This is an optimization exercise on Yosys and OpenROAD, whose aim is a short achievable clock period and few clock cycles, not a production implementation.

==> run G <==
==> flow/design.v <==
module icache_dm #(
    parameter int NUM_SETS   = 16,
    parameter int LINE_WORDS = 4
) (
    input  logic        clk,
    input  logic        reset,
    input  logic        req_valid_i,
    output logic        req_ready_o,
    input  logic [31:0] req_addr_i,
    output logic        resp_valid_o,
    input  logic        resp_ready_i,
    output logic [31:0] resp_data_o,
    output logic [31:0] resp_addr_o,
    output logic        mem_req_valid_o,
    input  logic        mem_req_ready_i,
    output logic [31:0] mem_req_addr_o,
    input  logic        mem_resp_valid_i,
    input  logic [31:0] mem_resp_data_i,
    input  logic        flush_i
);
    localparam int OFF_W   = $clog2(LINE_WORDS);
    localparam int IDX_W   = $clog2(NUM_SETS);
    localparam int TAG_LSB = OFF_W + IDX_W + 2;
    localparam int TAG_W   = 32 - TAG_LSB;
    localparam int LA_W    = 32 - OFF_W - 2;       
    localparam int OUTS    = 16;                   
    localparam int QD      = OUTS;                 
    localparam int LD      = OUTS;                 
    localparam int ID_W    = $clog2(OUTS) + 2;     
    localparam int BN_W    = ID_W + OFF_W;         
    localparam int CNT_W   = $clog2(OUTS + 1);
    localparam int WORDS   = NUM_SETS * LINE_WORDS;
    logic [NUM_SETS-1:0]   valid_q;
    logic [TAG_W-1:0]      tag_q  [NUM_SETS];
    logic [31:0]           data_q [WORDS];         
    logic [NUM_SETS-1:0][LINE_WORDS-1:0] arr_q;   
    logic [ID_W-1:0]       pid_q  [NUM_SETS];      
    logic                  ref_act_q;
    logic [IDX_W-1:0]      ref_idx_q;
    logic [BN_W-1:0]       beat_no_q;              
    logic [BN_W-1:0]       beat_no1_q;             
    logic [WORDS-1:0]      wsel_q;                 
    logic [ID_W-1:0]       miss_seq_q;             
    wire            beat      = ref_act_q && mem_resp_valid_i;
    wire            last_beat = beat && (beat_no_q[OFF_W-1:0] == OFF_W'(LINE_WORDS - 1));
    wire [ID_W-1:0] ref_id    = beat_no_q[BN_W-1:OFF_W];
    wire [BN_W-1:0] beat_no1  = beat_no1_q;
    wire [BN_W-1:0] beat_no_d = beat ? beat_no1_q : beat_no_q;
    logic                  rdy_q;
    logic [CNT_W-1:0]      outs_q;                 
    logic                  a_v_q, a_f_q, a_hit_q;
    logic [31:0]           a_addr_q;
    logic [LINE_WORDS-1:0][31:0] a_line_q;         
    logic                  a_fw_q;                 
    logic [OFF_W-1:0]      a_fw_off_q;
    logic [31:0]           lb_data_q;              
    logic                  take;
    assign req_ready_o = rdy_q;
    wire acc = req_valid_i && rdy_q;
    wire [CNT_W-1:0] outs_d = outs_q + CNT_W'(acc) - CNT_W'(take);
    wire [IDX_W-1:0] r_idx = req_addr_i[TAG_LSB-1:OFF_W+2];
    wire [TAG_W-1:0] r_tag = req_addr_i[31:TAG_LSB];
    wire [OFF_W-1:0] l_off = a_addr_q[OFF_W+1:2];
    wire [IDX_W-1:0] l_idx = a_addr_q[TAG_LSB-1:OFF_W+2];
    wire [TAG_W-1:0] l_tag = a_addr_q[31:TAG_LSB];
    logic [NUM_SETS-1:0] a_hitv;
    logic [LINE_WORDS-1:0][31:0] a_line_d;
    always_comb begin
        for (int i = 0; i < NUM_SETS; i++) begin
            if (a_v_q && (l_idx == IDX_W'(i)))
                a_hitv[i] = (r_tag == l_tag);
            else
                a_hitv[i] = valid_q[i] && !a_f_q && (r_tag == tag_q[i]);
        end
        for (int w = 0; w < LINE_WORDS; w++)
            a_line_d[w] = data_q[{r_idx, OFF_W'(w)}];
    end
    always_ff @(posedge clk or posedge reset) begin
        if (reset) begin
            rdy_q  <= 1'b0;
            outs_q <= '0;
            a_v_q  <= 1'b0;
            a_f_q  <= 1'b0;
        end else begin
            outs_q <= outs_d;
            rdy_q  <= (outs_d < CNT_W'(OUTS));
            a_v_q  <= acc;
            a_f_q  <= flush_i;
        end
    end
    always_ff @(posedge clk) begin
        if (acc) begin
            a_addr_q   <= req_addr_i;
            a_hit_q    <= a_hitv[r_idx];
            a_line_q   <= a_line_d;
            a_fw_q     <= beat && (ref_idx_q == r_idx);
            a_fw_off_q <= beat_no_q[OFF_W-1:0];
        end
        if (beat) lb_data_q <= mem_resp_data_i;
    end
    wire l_hit  = a_hit_q && !a_f_q;
    wire l_miss = a_v_q && !l_hit;
    wire [ID_W-1:0] l_id  = l_hit ? pid_q[l_idx] : miss_seq_q;
    logic [NUM_SETS-1:0] pidm;
    always_comb begin
        for (int i = 0; i < NUM_SETS; i++) pidm[i] = (pid_q[i] == ref_id);
    end
    wire ref_cur = pidm[ref_idx_q];
    wire l_beat_wr = beat && (ref_idx_q == l_idx) && (beat_no_q[OFF_W-1:0] == l_off);
    logic            l1_v_q, l1_hit_q, l1_have_q;
    logic [BN_W-1:0] l1_bn_q;
    logic [31:0]     l1_addr_q, l1_data_q;
    always_ff @(posedge clk or posedge reset) begin
        if (reset) l1_v_q <= 1'b0;
        else       l1_v_q <= a_v_q;
    end
    always_ff @(posedge clk) begin
        if (a_v_q) begin
            l1_hit_q  <= l_hit;
            l1_have_q <= l_hit && (arr_q[l_idx][l_off] || (l_beat_wr && pidm[l_idx]));
            l1_bn_q   <= {l_id, l_off};
            l1_addr_q <= a_addr_q;
            if (l_beat_wr)
                l1_data_q <= mem_resp_data_i;
            else if (a_fw_q && (a_fw_off_q == l_off))
                l1_data_q <= lb_data_q;
            else
                l1_data_q <= a_line_q[l_off];
        end
    end
    wire        l2_e0   = (l1_bn_q == beat_no_q);
    wire        l2_e1   = (l1_bn_q == beat_no1);
    wire        l2_now  = beat && l1_hit_q && !l1_have_q && l2_e0;
    wire        l2_have = l1_have_q || l2_now;
    wire [31:0] l2_data = l2_now ? mem_resp_data_i : l1_data_q;
    wire        l2_mt   = beat ? l2_e1 : l2_e0;
    logic [QD-1:0]           s_v, s_have, s_mt;    
    logic [QD-1:0][BN_W-1:0] s_bn;
    logic [QD-1:0][31:0]     s_addr;
    logic [QD-1:0][31:0]     s_data;
    logic                    out_v;
    assign resp_valid_o = out_v;
    assign resp_data_o  = s_data[0];
    assign resp_addr_o  = s_addr[0];
    assign take         = out_v && resp_ready_i;
    logic [QD-1:0] cap, mt1;
    always_comb begin
        for (int k = 0; k < QD; k++) begin
            cap[k] = beat && s_mt[k] && !s_have[k];
            mt1[k] = (s_bn[k] == beat_no1);
        end
    end
    logic [QD-1:0]           n_v, n_have, n_mt;
    logic [QD-1:0][BN_W-1:0] n_bn;
    logic [QD-1:0][31:0]     n_addr;
    logic [QD-1:0][31:0]     n_data;
    logic [QD-1:0]           c_v, c_have, c_cap, c_mt, c_wr;
    logic [QD-1:0][BN_W-1:0] c_bn;
    logic [QD-1:0][31:0]     c_addr, c_data;
    always_comb begin
        for (int k = 0; k < QD; k++) begin
            if (k + 1 < QD) begin
                c_v[k]    = take ? s_v[k+1]    : s_v[k];
                c_have[k] = take ? s_have[k+1] : s_have[k];
                c_cap[k]  = take ? cap[k+1]    : cap[k];
                c_mt[k]   = take ? (beat ? mt1[k+1] : s_mt[k+1]) : (beat ? mt1[k] : s_mt[k]);
                c_bn[k]   = take ? s_bn[k+1]   : s_bn[k];
                c_addr[k] = take ? s_addr[k+1] : s_addr[k];
                c_data[k] = take ? (cap[k+1] ? mem_resp_data_i : s_data[k+1])
                                 : (cap[k]   ? mem_resp_data_i : s_data[k]);
            end else begin
                c_v[k]    = take ? 1'b0 : s_v[k];
                c_have[k] = s_have[k];
                c_cap[k]  = cap[k];
                c_mt[k]   = beat ? mt1[k] : s_mt[k];
                c_bn[k]   = s_bn[k];
                c_addr[k] = s_addr[k];
                c_data[k] = cap[k] ? mem_resp_data_i : s_data[k];
            end
            if (k == 0) c_wr[k] = l1_v_q && !c_v[k];
            else        c_wr[k] = l1_v_q && !c_v[k] && (take ? s_v[k] : s_v[k-1]);
            if (c_wr[k]) begin
                n_v[k]    = 1'b1;
                n_have[k] = l2_have;
                n_mt[k]   = l2_mt;
                n_bn[k]   = l1_bn_q;
                n_addr[k] = l1_addr_q;
                n_data[k] = l2_data;
            end else begin
                n_v[k]    = c_v[k];
                n_have[k] = c_have[k] || c_cap[k];
                n_mt[k]   = c_mt[k];
                n_bn[k]   = c_bn[k];
                n_addr[k] = c_addr[k];
                n_data[k] = c_data[k];
            end
        end
    end
    always_ff @(posedge clk or posedge reset) begin
        if (reset) begin
            s_v    <= '0;
            s_have <= '0;
            out_v  <= 1'b0;
        end else begin
            s_v    <= n_v;
            s_have <= n_have;
            out_v  <= n_v[0] && n_have[0];
        end
    end
    always_ff @(posedge clk) begin
        s_mt   <= n_mt;
        s_bn   <= n_bn;
        s_addr <= n_addr;
        s_data <= n_data;
    end
    logic [LD-1:0]            m_v, m_src_v, m_wr;
    logic [LD-1:0][LA_W-1:0]  m_a, m_src_a;
    assign mem_req_valid_o = m_v[0];
    assign mem_req_addr_o  = {m_a[0], {(OFF_W + 2){1'b0}}};
    wire m_acc = m_v[0] && mem_req_ready_i;
    always_comb begin
        for (int k = 0; k < LD; k++) begin
            if (k + 1 < LD) begin
                m_src_v[k] = m_acc ? m_v[k+1] : m_v[k];
                m_src_a[k] = m_acc ? m_a[k+1] : m_a[k];
            end else begin
                m_src_v[k] = m_acc ? 1'b0 : m_v[k];
                m_src_a[k] = m_a[k];
            end
            if (k == 0) m_wr[k] = !m_src_v[k];
            else        m_wr[k] = !m_src_v[k] && (m_acc ? m_v[k] : m_v[k-1]);
        end
    end
    always_ff @(posedge clk or posedge reset) begin
        if (reset) begin
            m_v <= '0;
        end else begin
            for (int k = 0; k < LD; k++)
                m_v[k] <= m_wr[k] ? l_miss : m_src_v[k];
        end
    end
    always_ff @(posedge clk) begin
        for (int k = 0; k < LD; k++)
            m_a[k] <= m_wr[k] ? a_addr_q[31:OFF_W+2] : m_src_a[k];
    end
    logic                 ref_act_d;
    logic [IDX_W-1:0]     ref_idx_d;
    always_comb begin
        ref_act_d = ref_act_q && !last_beat;
        ref_idx_d = ref_idx_q;
        if (m_acc) begin
            ref_act_d = 1'b1;
            ref_idx_d = m_a[0][IDX_W-1:0];
        end
    end
    always_ff @(posedge clk or posedge reset) begin
        if (reset) begin
            ref_act_q  <= 1'b0;
            ref_idx_q  <= '0;
            beat_no_q  <= '0;
            beat_no1_q <= BN_W'(1);
            wsel_q     <= '0;
            miss_seq_q <= '0;
            valid_q    <= '0;
            arr_q      <= '0;
        end else begin
            ref_act_q <= ref_act_d;
            ref_idx_q <= ref_idx_d;
            beat_no_q <= beat_no_d;
            if (beat) beat_no1_q <= beat_no1_q + BN_W'(1);
            for (int j = 0; j < WORDS; j++)
                wsel_q[j] <= ref_act_d && ({ref_idx_d, beat_no_d[OFF_W-1:0]} == (IDX_W + OFF_W)'(j));
            if (beat && ref_cur) arr_q[ref_idx_q][beat_no_q[OFF_W-1:0]] <= 1'b1;
            if (a_f_q) valid_q <= '0;
            if (l_miss) begin
                valid_q[l_idx] <= 1'b1;
                arr_q[l_idx]   <= '0;
                miss_seq_q     <= miss_seq_q + ID_W'(1);
            end
        end
    end
    always_ff @(posedge clk) begin
        if (a_v_q)  tag_q[l_idx] <= l_tag;    
        if (l_miss) pid_q[l_idx] <= miss_seq_q;
        for (int j = 0; j < WORDS; j++)
            if (mem_resp_valid_i && wsel_q[j]) data_q[j] <= mem_resp_data_i;
    end
endmodule
==> flow/run.sh <==
#!/bin/bash
# synth_recipe.tcl (not shown) runs the flow's synth.tcl, then flattens the netlist and writes it again
# the make line also repeats each setting of config.mk as NAME=value (left out here)
make -C /OpenROAD-flow-scripts/flow DESIGN_CONFIG=/design/flow/config.mk WORK_HOME=/design/flow/orfs CLKGATE_MAP_FILE= SYNTH_SCRIPT=/design/flow/synth_recipe.tcl finish
==> flow/config.mk <==
export PLATFORM = sky130hd
export DESIGN_NAME = icache_dm
export DESIGN_NICKNAME = icache_dm
export VERILOG_FILES = /design/flow/design.v
export SDC_FILE = /design/flow/constraint.sdc
export NUM_CORES = 4
export LEC_CHECK = 0
export ABC_CLOCK_PERIOD_IN_PS = 2000
export CAP_MARGIN = 20
export CORE_MARGIN = 2
export CORE_UTILIZATION = 55
export SETUP_SLACK_MARGIN = 2.4
export SLEW_MARGIN = 20
==> flow/constraint.sdc <==
create_clock -name core_clock -period 5.0 [get_ports {clk}]
set_input_delay 1.0000 -clock core_clock [delete_from_list [all_inputs] [get_ports {clk}]]
set_output_delay 1.0000 -clock core_clock [all_outputs]
set_load 0.01 [all_outputs]
==> inputs of run B, as changes to run G <==
==> flow/design.v, changed modules only <==
module icache_dm #(
    parameter int NUM_SETS   = 16,
    parameter int LINE_WORDS = 4
) (
    input  logic        clk,
    input  logic        reset,
    input  logic        req_valid_i,
    output logic        req_ready_o,
    input  logic [31:0] req_addr_i,
    output logic        resp_valid_o,
    input  logic        resp_ready_i,
    output logic [31:0] resp_data_o,
    output logic [31:0] resp_addr_o,
    output logic        mem_req_valid_o,
    input  logic        mem_req_ready_i,
    output logic [31:0] mem_req_addr_o,
    input  logic        mem_resp_valid_i,
    input  logic [31:0] mem_resp_data_i,
    input  logic        flush_i
);
    localparam int OFF_W   = $clog2(LINE_WORDS);
    localparam int IDX_W   = $clog2(NUM_SETS);
    localparam int TAG_LSB = OFF_W + IDX_W + 2;
    localparam int TAG_W   = 32 - TAG_LSB;
    localparam int LA_W    = 32 - OFF_W - 2;       
    localparam int OUTS    = 16;                   
    localparam int QD      = OUTS;                 
    localparam int LD      = (OUTS < 16) ? OUTS : 16;  
    localparam int ID_W    = $clog2(OUTS) + 2;     
    localparam int BN_W    = ID_W + OFF_W;         
    localparam int CNT_W   = $clog2(OUTS + 1);
    localparam int WORDS   = NUM_SETS * LINE_WORDS;
    logic [NUM_SETS-1:0]   valid_q;
    logic [TAG_W-1:0]      tag_q  [NUM_SETS];
    logic [31:0]           data_q [WORDS];         
    logic [NUM_SETS-1:0][LINE_WORDS-1:0] arr_q;   
    logic [ID_W-1:0]       pid_q  [NUM_SETS];      
    logic                  ref_act_q;
    logic [IDX_W-1:0]      ref_idx_q;
    logic [BN_W-1:0]       beat_no_q;              
    logic [BN_W-1:0]       beat_no1_q;             
    logic [WORDS-1:0]      wsel_q;                 
    logic [ID_W-1:0]       miss_seq_q;             
    logic           ref_act_d;                     
    logic [IDX_W-1:0] ref_idx_d;
    wire            beat      = ref_act_q && mem_resp_valid_i;
    wire            last_beat = beat && (beat_no_q[OFF_W-1:0] == OFF_W'(LINE_WORDS - 1));
    wire [ID_W-1:0] ref_id    = beat_no_q[BN_W-1:OFF_W];
    wire [BN_W-1:0] beat_no1  = beat_no1_q;
    wire [BN_W-1:0] beat_no_d = beat ? beat_no1_q : beat_no_q;
    logic                  rdy_q;
    logic [CNT_W-1:0]      outs_q;                 
    logic                  a_v_q, a_f_q, a_hit_q;
    logic [31:0]           a_addr_q;
    logic [LINE_WORDS-1:0][31:0] a_line_q;         
    logic [NUM_SETS-1:0]   a_dec_q;                
    logic                  a_rs_q;                 
    logic                  a_fw_q;                 
    logic [OFF_W-1:0]      a_fw_off_q;
    logic [31:0]           lb_data_q;              
    logic                  take;
    assign req_ready_o = rdy_q;
    wire acc = req_valid_i && rdy_q;
    wire [CNT_W-1:0] outs_d = outs_q + CNT_W'(acc) - CNT_W'(take);
    wire [IDX_W-1:0] r_idx = req_addr_i[TAG_LSB-1:OFF_W+2];
    wire [TAG_W-1:0] r_tag = req_addr_i[31:TAG_LSB];
    wire [OFF_W-1:0] l_off = a_addr_q[OFF_W+1:2];
    wire [IDX_W-1:0] l_idx = a_addr_q[TAG_LSB-1:OFF_W+2];
    wire [TAG_W-1:0] l_tag = a_addr_q[31:TAG_LSB];
    logic [NUM_SETS-1:0] a_hitv;
    logic [LINE_WORDS-1:0][31:0] a_line_d;
    always_comb begin
        for (int i = 0; i < NUM_SETS; i++) begin
            if (a_v_q && a_dec_q[i])
                a_hitv[i] = (r_tag == l_tag);
            else
                a_hitv[i] = valid_q[i] && !a_f_q && (r_tag == tag_q[i]);
        end
        for (int w = 0; w < LINE_WORDS; w++)
            a_line_d[w] = data_q[{r_idx, OFF_W'(w)}];
    end
    always_ff @(posedge clk or posedge reset) begin
        if (reset) begin
            rdy_q  <= 1'b0;
            outs_q <= '0;
            a_v_q  <= 1'b0;
            a_f_q  <= 1'b0;
        end else begin
            outs_q <= outs_d;
            rdy_q  <= (outs_d < CNT_W'(OUTS)) && !(acc ? m_v_d[LD-2] : m_v_d[LD-1]);
            a_v_q  <= acc;
            a_f_q  <= flush_i;
        end
    end
    always_ff @(posedge clk) begin
        if (acc) begin
            a_addr_q   <= req_addr_i;
            a_hit_q    <= a_hitv[r_idx];
            a_line_q   <= a_line_d;
            a_fw_q     <= beat && (ref_idx_q == r_idx);
            a_rs_q     <= (ref_idx_d == r_idx);
            for (int i = 0; i < NUM_SETS; i++) a_dec_q[i] <= (r_idx == IDX_W'(i));
            a_fw_off_q <= beat_no_q[OFF_W-1:0];
        end
        if (beat) lb_data_q <= mem_resp_data_i;
    end
    wire l_hit  = a_hit_q && !a_f_q;
    wire l_miss = a_v_q && !l_hit;
    wire [ID_W-1:0] l_id  = l_hit ? pid_q[l_idx] : miss_seq_q;
    logic ref_cur_q;
    wire l_beat_wr = beat && a_rs_q && (beat_no_q[OFF_W-1:0] == l_off);
    logic            l1_v_q, l1_hit_q, l1_have_q;
    logic [BN_W-1:0] l1_bn_q;
    logic [31:0]     l1_addr_q, l1_data_q;
    always_ff @(posedge clk or posedge reset) begin
        if (reset) l1_v_q <= 1'b0;
        else       l1_v_q <= a_v_q;
    end
    always_ff @(posedge clk) begin
        if (a_v_q) begin
            l1_hit_q  <= l_hit;
            l1_have_q <= l_hit && (arr_q[l_idx][l_off] || (l_beat_wr && ref_cur_q));
            l1_bn_q   <= {l_id, l_off};
            l1_addr_q <= a_addr_q;
            if (l_beat_wr)
                l1_data_q <= mem_resp_data_i;
            else if (a_fw_q && (a_fw_off_q == l_off))
                l1_data_q <= lb_data_q;
            else
                l1_data_q <= a_line_q[l_off];
        end
    end
    wire        l2_e0   = (l1_bn_q == beat_no_q);
    wire        l2_e1   = (l1_bn_q == beat_no1);
    wire        l2_now  = beat && l1_hit_q && !l1_have_q && l2_e0;
    wire        l2_have = l1_have_q || l2_now;
    wire [31:0] l2_data = l2_now ? mem_resp_data_i : l1_data_q;
    wire        l2_mt   = beat ? l2_e1 : l2_e0;
    logic [QD-1:0]           s_v, s_have, s_mt;    
    logic [QD-1:0][BN_W-1:0] s_bn;
    logic [QD-1:0][31:0]     s_addr;
    logic [QD-1:0][31:0]     s_data;
    logic                    out_v;
    assign resp_valid_o = out_v;
    assign resp_data_o  = s_data[0];
    assign resp_addr_o  = s_addr[0];
    assign take         = out_v && resp_ready_i;
    logic [QD-1:0] cap, mt1;
    always_comb begin
        for (int k = 0; k < QD; k++) begin
            cap[k] = beat && s_mt[k] && !s_have[k];
            mt1[k] = (s_bn[k] == beat_no1);
        end
    end
    logic [QD-1:0]           n_v, n_have, n_mt;
    logic [QD-1:0][BN_W-1:0] n_bn;
    logic [QD-1:0][31:0]     n_addr;
    logic [QD-1:0][31:0]     n_data;
    logic [QD-1:0]           c_v, c_have, c_cap, c_mt, c_wr;
    logic [QD-1:0][BN_W-1:0] c_bn;
    logic [QD-1:0][31:0]     c_addr, c_data;
    always_comb begin
        for (int k = 0; k < QD; k++) begin
            if (k + 1 < QD) begin
                c_v[k]    = take ? s_v[k+1]    : s_v[k];
                c_have[k] = take ? s_have[k+1] : s_have[k];
                c_cap[k]  = take ? cap[k+1]    : cap[k];
                c_mt[k]   = take ? (beat ? mt1[k+1] : s_mt[k+1]) : (beat ? mt1[k] : s_mt[k]);
                c_bn[k]   = take ? s_bn[k+1]   : s_bn[k];
                c_addr[k] = take ? s_addr[k+1] : s_addr[k];
                c_data[k] = take ? (cap[k+1] ? mem_resp_data_i : s_data[k+1])
                                 : (cap[k]   ? mem_resp_data_i : s_data[k]);
            end else begin
                c_v[k]    = take ? 1'b0 : s_v[k];
                c_have[k] = s_have[k];
                c_cap[k]  = cap[k];
                c_mt[k]   = beat ? mt1[k] : s_mt[k];
                c_bn[k]   = s_bn[k];
                c_addr[k] = s_addr[k];
                c_data[k] = cap[k] ? mem_resp_data_i : s_data[k];
            end
            if (k == 0) c_wr[k] = l1_v_q && !c_v[k];
            else        c_wr[k] = l1_v_q && !c_v[k] && (take ? s_v[k] : s_v[k-1]);
            if (c_wr[k]) begin
                n_v[k]    = 1'b1;
                n_have[k] = l2_have;
                n_mt[k]   = l2_mt;
                n_bn[k]   = l1_bn_q;
                n_addr[k] = l1_addr_q;
                n_data[k] = l2_data;
            end else begin
                n_v[k]    = c_v[k];
                n_have[k] = c_have[k] || c_cap[k];
                n_mt[k]   = c_mt[k];
                n_bn[k]   = c_bn[k];
                n_addr[k] = c_addr[k];
                n_data[k] = c_data[k];
            end
        end
    end
    always_ff @(posedge clk or posedge reset) begin
        if (reset) begin
            s_v    <= '0;
            s_have <= '0;
            out_v  <= 1'b0;
        end else begin
            s_v    <= n_v;
            s_have <= n_have;
            out_v  <= n_v[0] && n_have[0];
        end
    end
    always_ff @(posedge clk) begin
        s_mt   <= n_mt;
        s_bn   <= n_bn;
        s_addr <= n_addr;
        s_data <= n_data;
    end
    logic [LD-1:0]            m_v, m_v_d, m_src_v, m_wr;
    logic [LD-1:0][LA_W-1:0]  m_a, m_src_a;
    assign mem_req_valid_o = m_v[0];
    assign mem_req_addr_o  = {m_a[0], {(OFF_W + 2){1'b0}}};
    wire m_acc = m_v[0] && mem_req_ready_i;
    always_comb begin
        for (int k = 0; k < LD; k++) begin
            if (k + 1 < LD) begin
                m_src_v[k] = m_acc ? m_v[k+1] : m_v[k];
                m_src_a[k] = m_acc ? m_a[k+1] : m_a[k];
            end else begin
                m_src_v[k] = m_acc ? 1'b0 : m_v[k];
                m_src_a[k] = m_a[k];
            end
            if (k == 0) m_wr[k] = !m_src_v[k];
            else        m_wr[k] = !m_src_v[k] && (m_acc ? m_v[k] : m_v[k-1]);
            m_v_d[k] = m_wr[k] ? l_miss : m_src_v[k];
        end
    end
    always_ff @(posedge clk or posedge reset) begin
        if (reset) begin
            m_v <= '0;
        end else begin
            m_v <= m_v_d;
        end
    end
    always_ff @(posedge clk) begin
        for (int k = 0; k < LD; k++)
            m_a[k] <= m_wr[k] ? a_addr_q[31:OFF_W+2] : m_src_a[k];
    end
    always_comb begin
        ref_act_d = ref_act_q && !last_beat;
        ref_idx_d = ref_idx_q;
        if (m_acc) begin
            ref_act_d = 1'b1;
            ref_idx_d = m_a[0][IDX_W-1:0];
        end
    end
    always_ff @(posedge clk or posedge reset) begin
        if (reset) begin
            ref_act_q  <= 1'b0;
            ref_cur_q  <= 1'b0;
            ref_idx_q  <= '0;
            beat_no_q  <= '0;
            beat_no1_q <= BN_W'(1);
            wsel_q     <= '0;
            miss_seq_q <= '0;
            valid_q    <= '0;
            arr_q      <= '0;
        end else begin
            ref_act_q <= ref_act_d;
            if (m_acc)
                ref_cur_q <= (pid_q[m_a[0][IDX_W-1:0]] == beat_no_d[BN_W-1:OFF_W]) &&
                             !(l_miss && (l_idx == m_a[0][IDX_W-1:0]));
            else if (l_miss && (l_idx == ref_idx_q))
                ref_cur_q <= 1'b0;
            ref_idx_q <= ref_idx_d;
            beat_no_q <= beat_no_d;
            if (beat) beat_no1_q <= beat_no1_q + BN_W'(1);
            for (int j = 0; j < WORDS; j++)
                wsel_q[j] <= ref_act_d && ({ref_idx_d, beat_no_d[OFF_W-1:0]} == (IDX_W + OFF_W)'(j));
            if (beat && ref_cur_q) arr_q[ref_idx_q][beat_no_q[OFF_W-1:0]] <= 1'b1;
            if (a_f_q) valid_q <= '0;
            for (int i = 0; i < NUM_SETS; i++) begin
                if (l_miss && a_dec_q[i]) begin
                    valid_q[i] <= 1'b1;
                    arr_q[i]   <= '0;
                end
            end
            if (l_miss) begin
                miss_seq_q     <= miss_seq_q + ID_W'(1);
            end
        end
    end
    always_ff @(posedge clk) begin
        for (int i = 0; i < NUM_SETS; i++) begin
            if (a_v_q && a_dec_q[i])  tag_q[i] <= l_tag;    
            if (l_miss && a_dec_q[i]) pid_q[i] <= miss_seq_q;
        end
        for (int j = 0; j < WORDS; j++)
            if (mem_resp_valid_i && wsel_q[j]) data_q[j] <= mem_resp_data_i;
    end
endmodule
Settings changed: CORE_UTILIZATION 55 to 45.
==> results.txt <==
- Seq. cell area: 133000 sq um
- Fin util: 52.1%
- Most frequent CP cell: mux4_2
- DIE AREA: 415000 sq um
- Detail Placement HPWL: 325000 um
- Headroom to the max-slew limit: 20.7%
- Cells after synthesis: 12000
- Status: timing/DRC/antenna clean
- Pre-CTS WS: 687 ps
- Number of stages on the worst setup path: 7
-- figures above: run B

==> results.txt <==
- Most frequent CP cell: buf_12
- Cells after synthesis: 12000
- Pre-CTS WS: 616 ps
- Detail Placement HPWL: 351000 um
- Status: timing/DRC/antenna clean
-- figures above: run G

No functional check of the RTL was part of any run of this note.

==> port drivers added, routing unchanged <==
No port has a modelled driver above. Below, the same layouts with a new extraction and two added sets of constraints. Step 1, drivers: a clkbuf_16 drives clk and a buf_2 each remaining input, both assumed. Step 2 adds t to the input delays and takes it off the output delays; t is the mean of the earliest and latest rising clock arrival at the registers after step 1. Input paths then give back, and output paths get back, about the clock's delay inside the block. a / b / c = ideal / step 1 / step 2; a / b = the first two.
run	t (ns)	setup WS [ns]	slew at the worst register clock pin (ns)	worst data-port slew with drivers (ns)
run G	1.117	2.127 / 2.127 / 1.174	0.07 / 0.07	0.34
run B	1.121	2.196 / 2.138 / 1.079	0.07 / 0.07	0.18
After both steps setup and hold are still met in every run listed. For run B, which loses most, drivers alone change the setup slack by -0.058 ns; drivers and shift together by -1.117 ns.
